Context: an optimization exercise on an open-source flow, tuned for small area, a short achievable clock period and few clock cycles per item. The choices shown serve that exercise and are no tape-out recipe.
Where RTL was checked, it was by simulation tests only, not by an equivalence proof against the original.

Design mat_engine_top, start of the top module:
module mat_engine_top (
    input  logic                           clk,
    input  logic                           rst_n,
    input  logic                           cmd_valid,
    input  logic [1:0]                     cmd_op,
    input  logic [mat_cfg_pkg::ADDR_W-1:0] cmd_addr,
    input  logic [mat_cfg_pkg::OPND_W-1:0] cmd_data,
    input  logic [mat_cfg_pkg::ADDR_W-1:0] rd_addr,
    output logic [mat_cfg_pkg::ACC_W-1:0]  rd_data,
    output logic                           busy,
    output logic                           done
);
Size in the first run: ~3100 cells after synthesis, ~910 flip-flops, roughly 43 I/O pins, roughly 0.047 mm2 of cells after synthesis.
make LEC_CHECK=0 CAP_MARGIN=20 CORE_MARGIN=2 CORE_UTILIZATION=55 CTS_BUF_LIST=sky130_fd_sc_hd__clkbuf_16 CTS_CLUSTER_SIZE=20 PLACE_DENSITY=0.7 SETUP_SLACK_MARGIN=3.5 SLEW_MARGIN=20 finish   # period 8.5 ns
run.sh (not shown) runs the stock make flow with config.mk's settings and CLKGATE_MAP_FILE= SYNTH_SCRIPT=/design/flow/synth_recipe.tcl, a recipe that flattens the netlist after the stock synthesis.
Testbench counts at the start, summed over its fixed seeds: cycles 12,816, items 480.
Change:
CORE_UTILIZATION = 65   (was 55)
CTS_BUF_LIST = default   (was sky130_fd_sc_hd__clkbuf_16)
CTS_CLUSTER_SIZE = default   (was 20)
PLACE_DENSITY = 0.75   (was 0.7)
After rerunning: The new run ran to the end with no violations. Global-route usage grows by 7.3 points. Via count grows by about 2.6%. Critical path depth grows by 1. Clock skew grows by 0.021 ns. Die area shrinks by 15%.
Change:
CORE_UTILIZATION = 55   (was 65)
CTS_BUF_LIST = sky130_fd_sc_hd__clkbuf_16   (was default)
CTS_CLUSTER_DIAMETER = 100   (was default)
CTS_CLUSTER_SIZE = 30   (was default)
PLACE_DENSITY = 0.7   (was 0.75)
=>
- The changed run finished with timing, DRC and antenna clean
- wire length came out lower by about 7%
- fmax is higher by about 0.55%
- final area drops by 3.9%
Change:
CTS_BUF_LIST = sky130_fd_sc_hd__clkbuf_4 sky130_fd_sc_hd__clkbuf_8   (was sky130_fd_sc_hd__clkbuf_16)
CTS_CLUSTER_DIAMETER = default   (was 100)
CTS_CLUSTER_SIZE = default   (was 30)
Outcome:
- wire length went up by a few percent
- clock skew climbs by 0.025 ns
- die area does not change
- worst hold slack got worse by 0.017 ns
- utilization went up by 2.0 points
- area after synthesis is unchanged
- setup slack improved by 0.030 ns
- non-clock buffer count goes down by 5
- critical path depth drops by 1
Change:
CTS_BUF_LIST = sky130_fd_sc_hd__clkbuf_16   (was sky130_fd_sc_hd__clkbuf_4 sky130_fd_sc_hd__clkbuf_8)
CTS_CLUSTER_DIAMETER = 80   (was default)
CTS_CLUSTER_SIZE = 24   (was default)
GPL_TIMING_DRIVEN = 0   (was default)
=> The new run finished with timing, DRC and antenna clean. Setup slack gets worse by 0.095 ns. Critical path depth climbs by 2. Final area climbs by 0.97%. Via count climbs by 3.4%. Wire length climbs by 15%. Sequential cell count does not change. Cell count barely changes. Utilization climbs by 0.59 points. Die area does not change.
Change:
CAP_MARGIN = 5   (was 20)
GPL_TIMING_DRIVEN = default   (was 0)
SLEW_MARGIN = 5   (was 20)
The changed run passed the timing, DRC and antenna checks. Sequential cell count stays the same. Hold slack is worse by 0.0099 ns. Utilization drops by 2.2 points. Die area is unchanged. Wire length falls by 15%. Count of clock-buffer cells in the layout increases by 1.

Setup of build 18:
Starting RTL as in the previous note.
export LEC_CHECK = 0
export CAP_MARGIN = 20
export CORE_MARGIN = 2
export CORE_UTILIZATION = 55
export CTS_BUF_LIST = sky130_fd_sc_hd__clkbuf_8
export CTS_CLUSTER_SIZE = 14
export PLACE_DENSITY = 0.7
export SETUP_SLACK_MARGIN = 3.5
export SLEW_MARGIN = 20
create_clock -name core_clock -period 8.5 [get_ports {clk}]
Build 18 completed; timing, DRC and antenna clean
Testbench counts of build 18, summed over its fixed seeds: cycles 12,816, items 480.
Changes in build 51 relative to build 18:
--- a/flow/config.mk
+++ b/flow/config.mk
@@ -10,6 +10,4 @@
 export CORE_UTILIZATION = 55
-export CTS_BUF_LIST = sky130_fd_sc_hd__clkbuf_8
-export CTS_CLUSTER_SIZE = 14
 export PLACE_DENSITY = 0.7
-export SETUP_SLACK_MARGIN = 3.5
+export SETUP_SLACK_MARGIN = 4.0
 export SLEW_MARGIN = 20
The final reports for build 51 and build 18 show final design instance area without fill higher in the former.
[diff] first-pass GRT wire length, build 51 relative to build 18: regression
Global-route usage was lower in build 18 than in build 51.
Here is what was changed in the inputs of build 55 compared with build 51.
--- a/flow/config.mk
+++ b/flow/config.mk
@@ -9,5 +9,8 @@
 export CORE_MARGIN = 2
-export CORE_UTILIZATION = 55
-export PLACE_DENSITY = 0.7
-export SETUP_SLACK_MARGIN = 4.0
+export CORE_UTILIZATION = 50
+export CTS_BUF_LIST = sky130_fd_sc_hd__clkbuf_16
+export CTS_CLUSTER_DIAMETER = 80
+export CTS_CLUSTER_SIZE = 24
+export PLACE_DENSITY = 0.6
+export SETUP_SLACK_MARGIN = 3.5
 export SLEW_MARGIN = 20
Notes after the runs:
Post-route met1 wirelength (build 55 over build 51): increase, 1.5%. For the post-route worst setup slack, build 55 came in 12 ps lower than build 51 did. Delta (build 55 minus build 51): placeable core area increased 9.7%; largest net degree at the start of global routing decreased about 60%. On global-route usage: build 55 sits below build 51. Going from build 51 to build 55, post-DP HPWL went up about 2%. Clock buffer count in the final layout delta for build 55 relative to build 51: about 60% lower. Comparing build 55 against build 51, there is no change at all in sequential cell count.
### build 55 -> build 17
--- a/flow/config.mk
+++ b/flow/config.mk
@@ -9,8 +9,5 @@
 export CORE_MARGIN = 2
-export CORE_UTILIZATION = 50
-export CTS_BUF_LIST = sky130_fd_sc_hd__clkbuf_16
-export CTS_CLUSTER_DIAMETER = 80
-export CTS_CLUSTER_SIZE = 24
-export PLACE_DENSITY = 0.6
-export SETUP_SLACK_MARGIN = 3.5
+export CORE_UTILIZATION = 55
+export PLACE_DENSITY = 0.7
+export SETUP_SLACK_MARGIN = 3.75
 export SLEW_MARGIN = 20
Results
Build 17: flow completed, timing, DRC and antenna clean
Build 55 finished every stage and its layout cleared the timing, DRC and antenna checks.
Max setup slack across build 17 and build 55: build 17
Status: cell depth of the worst hold path parity (build 17, build 55)
Build 17 vs build 55 — area of the core region dropped 0.0081 mm².

run X:
mat_engine_top, a different RTL version from the one above (not shown whole).
Size: ~3300 cells after synthesis, about 910 flip-flops, ~43 I/O pins.
==> flow/config.mk <==
export PLATFORM = sky130hd
export DESIGN_NAME = mat_engine_top
export DESIGN_NICKNAME = mat_engine_top
export VERILOG_FILES = /design/flow/design.v
export SDC_FILE = /design/flow/constraint.sdc
export NUM_CORES = 4
export LEC_CHECK = 0
export CAP_MARGIN = 20
export CORE_MARGIN = 2
export CORE_UTILIZATION = 55
export PLACE_DENSITY = 0.7
export SETUP_SLACK_MARGIN = 3.5
export SLEW_MARGIN = 20
==> flow/constraint.sdc <==
create_clock -name core_clock -period 8.5 [get_ports {clk}]
set_input_delay 1.7000 -clock core_clock [delete_from_list [all_inputs] [get_ports {clk}]]
set_output_delay 1.7000 -clock core_clock [all_outputs]
set_load 0.01 [all_outputs]
Run X did not stop at any stage, and its layout met the timing, DRC and antenna checks.
Inputs modified between run X and run B:
- SETUP_SLACK_MARGIN now 4.0, was 3.5
--- outcome ---
- Arrival time at the worst endpoint sits lower in run B than in run X.
- Changes observed in run B relative to run X: worst slew margin relative to its limit has decreased, ratio of final minimum period to clock period has decreased, buffers plus inverters on the worst setup path has increased.
- Looking at minimum period implied by the final worst setup slack, run B sits below run X.
- Summary of run B over run X: non-clock buffer count moved up, final max-slew violation count barely changed.
No functional check of the RTL was part of any run of this note.

## run 1
Another version of the RTL of mat_engine_top (not shown whole).
For scale: roughly 3100 cells after synthesis, ~900 flip-flops, ~43 I/O pins, about 0.046 mm2 of cells after synthesis.
export LEC_CHECK = 0
export ABC_CLOCK_PERIOD_IN_PS = 3500
export CAP_MARGIN = 20
export CORE_MARGIN = 2
export CORE_UTILIZATION = 40
export PLACE_DENSITY = 0.6
export SETUP_SLACK_MARGIN = 3.5
export SLEW_MARGIN = 20
create_clock -name core_clock -period 8.5 [get_ports {clk}]
--- input diff run 1..run 2 ---
- SETUP_SLACK_MARGIN now 3.0, was 3.5
- ABC_CLOCK_PERIOD_IN_PS no longer set, was 3500
Results
The lower worst slack at placement of run 1 and run 2 is in run 2.
Achievable clock frequency: run 2 lower than run 1
Comparing run 1 and run 2, the lower share of the clock period used by the worst path was measured on run 1.
Diff run 1 -> run 2: area of combinational cells with multiple inputs went down about 0.6%; tightest slew margin relative to the limit went up 2.7 points; aggregate routed wire length went down 2100 um; number of fill cells in the layout went up about 0.6%; global routing met2 resource utilization went down 0.57 points.
Between run 2 and run 1, it is run 2 whose global-route usage is lower, by 0.17 points.
Of run 1 and run 2, the run reporting the higher share of cell area taken by flip-flops and latches was run 2.
#### Input delta (run 3 over run 2)
- changing SETUP_SLACK_MARGIN from 3.0 to 3.5
- changing PLACE_DENSITY from 0.6 to 0.7
- changing CORE_UTILIZATION from 40 to 55
--- outcome ---
Run 3 ran to completion and came out clean on the timing, DRC and antenna checks. [compare] base=run 2 new=run 3: via count went up by 4.3%, footprint of the flip-flops and latches was more or less identical, cell count went down by about 8%. Number of fill cells in the layout down 4252 in run 3 wrt run 2. As far as synthesized area is concerned, run 3 and run 2 perform about the same. The relative max-transition margin of run 3 falls short of that of run 2 by 8.0 points. [compare] base=run 2 new=run 3: number of vias per cell after detailed routing rose by about 14%.
No functional check of the RTL was part of any run of this note.

## run Y
RTL: one of the versions met above, not the one the previous note started from.
For scale: roughly 3,100 cells after synthesis, ~910 flip-flops, roughly 0.047 mm² of cells after synthesis.
clock: 8.5 ns
lec_check: 0
cap_margin: 20
core_margin: 2
core_utilization: 55
cts_buf_list: sky130_fd_sc_hd__clkbuf_16
cts_cluster_diameter: 80
cts_cluster_size: 24
place_density: 0.7
setup_slack_margin: 3.5
slew_margin: 20
tns_end_percent: 20
Testbench counts of run Y, summed over its fixed seeds: cycles 12,816, items 480.
For run F, these inputs were changed with respect to run Y:
Settings: TNS_END_PERCENT no longer set, was 20.
==> run summary <==
- The maximum single-stage delay on the critical path of run F exceeds that of run Y by 0.03 ns.
- When run F is set beside run Y, its final wirelength turns out to be 1.1% smaller.
- Looking at run Y and run F, the number of nets in the final layout is a wash.
- Re layout clock buffer count: run F is 5.8% down on run Y.

==> afterwards: timing with drivers on the ports <==
Ports are ideal in the flow. The routed layouts listed here were re-timed in OpenROAD.
Step 1, drivers: a clkbuf_16 drives clk and a buf_2 each remaining input, both assumed.
Step 2, shift: input delay + t, output delay - t, t = (earliest + latest rising clock arrival at the registers) / 2. This alone moves slack from input paths to output paths.
Three values: ideal ports, drivers, drivers and shift; two values: the first two.
run | t, ns | setup WS [ns] | hold WS [ns] | clock arrival spread, ns | slew at the worst register clock pin (ns)
the first run of note 1 | 0.716 | 3.485 / 3.146 / 3.146 | 0.428 / 0.428 / 0.428 | 0.026 / 0.026 | 0.07 / 0.07
the second run of note 1 | 0.724 | 3.456 / 3.205 / 3.205 | 0.426 / 0.426 / 0.426 | 0.048 / 0.048 | 0.07 / 0.07
the third run of note 1 | 0.680 | 3.483 / 3.137 / 3.137 | 0.449 / 0.449 / 0.449 | 0.032 / 0.032 | 0.12 / 0.12
the fourth run of note 1 | 0.885 | 3.513 / 3.084 / 3.084 | 0.432 / 0.432 / 0.432 | 0.057 / 0.057 | 0.08 / 0.08
the fifth run of note 1 | 0.689 | 3.419 / 3.263 / 3.263 | 0.448 / 0.448 / 0.448 | 0.024 / 0.023 | 0.10 / 0.10
the sixth run of note 1 | 0.696 | 3.484 / 3.137 / 3.137 | 0.438 / 0.438 / 0.438 | 0.043 / 0.043 | 0.10 / 0.10
build 18 | 0.883 | 3.492 / 3.140 / 3.140 | 0.431 / 0.431 / 0.431 | 0.055 / 0.055 | 0.08 / 0.08
build 51 | 0.725 | 3.465 / 3.088 / 3.088 | 0.434 / 0.434 / 0.434 | 0.030 / 0.030 | 0.06 / 0.06
build 55 | 0.713 | 3.453 / 3.133 / 3.133 | 0.442 / 0.442 / 0.442 | 0.039 / 0.038 | 0.10 / 0.10
build 17 | 0.722 | 3.502 / 3.202 / 3.202 | 0.430 / 0.430 / 0.430 | 0.031 / 0.030 | 0.07 / 0.07
run X | 0.722 | 3.373 / 3.283 / 3.283 | 0.440 / 0.440 / 0.440 | 0.032 / 0.032 | 0.07 / 0.07
run B | 0.732 | 3.485 / 3.398 / 3.398 | 0.424 / 0.424 / 0.424 | 0.042 / 0.042 | 0.07 / 0.07
run 1 | 0.734 | 3.368 / 3.193 / 2.813 | 0.421 / 0.421 / 0.421 | 0.067 / 0.067 | 0.07 / 0.07
run 2 | 0.754 | 3.017 / 2.951 / 2.357 | 0.416 / 0.416 / 0.416 | 0.060 / 0.059 | 0.07 / 0.07
run 3 | 0.716 | 3.457 / 3.223 / 2.861 | 0.379 / 0.379 / 0.379 | 0.103 / 0.103 | 0.07 / 0.07
run Y | 0.705 | 3.406 / 3.125 / 3.125 | 0.442 / 0.442 / 0.442 | 0.036 / 0.036 | 0.10 / 0.10
run F | 0.689 | 3.482 / 3.123 / 3.123 | 0.430 / 0.430 / 0.430 | 0.041 / 0.040 | 0.10 / 0.10
After both steps setup and hold are still met in every run listed. For run 2, which loses most, drivers alone change the setup slack by -0.066 ns; drivers and shift together by -0.660 ns.
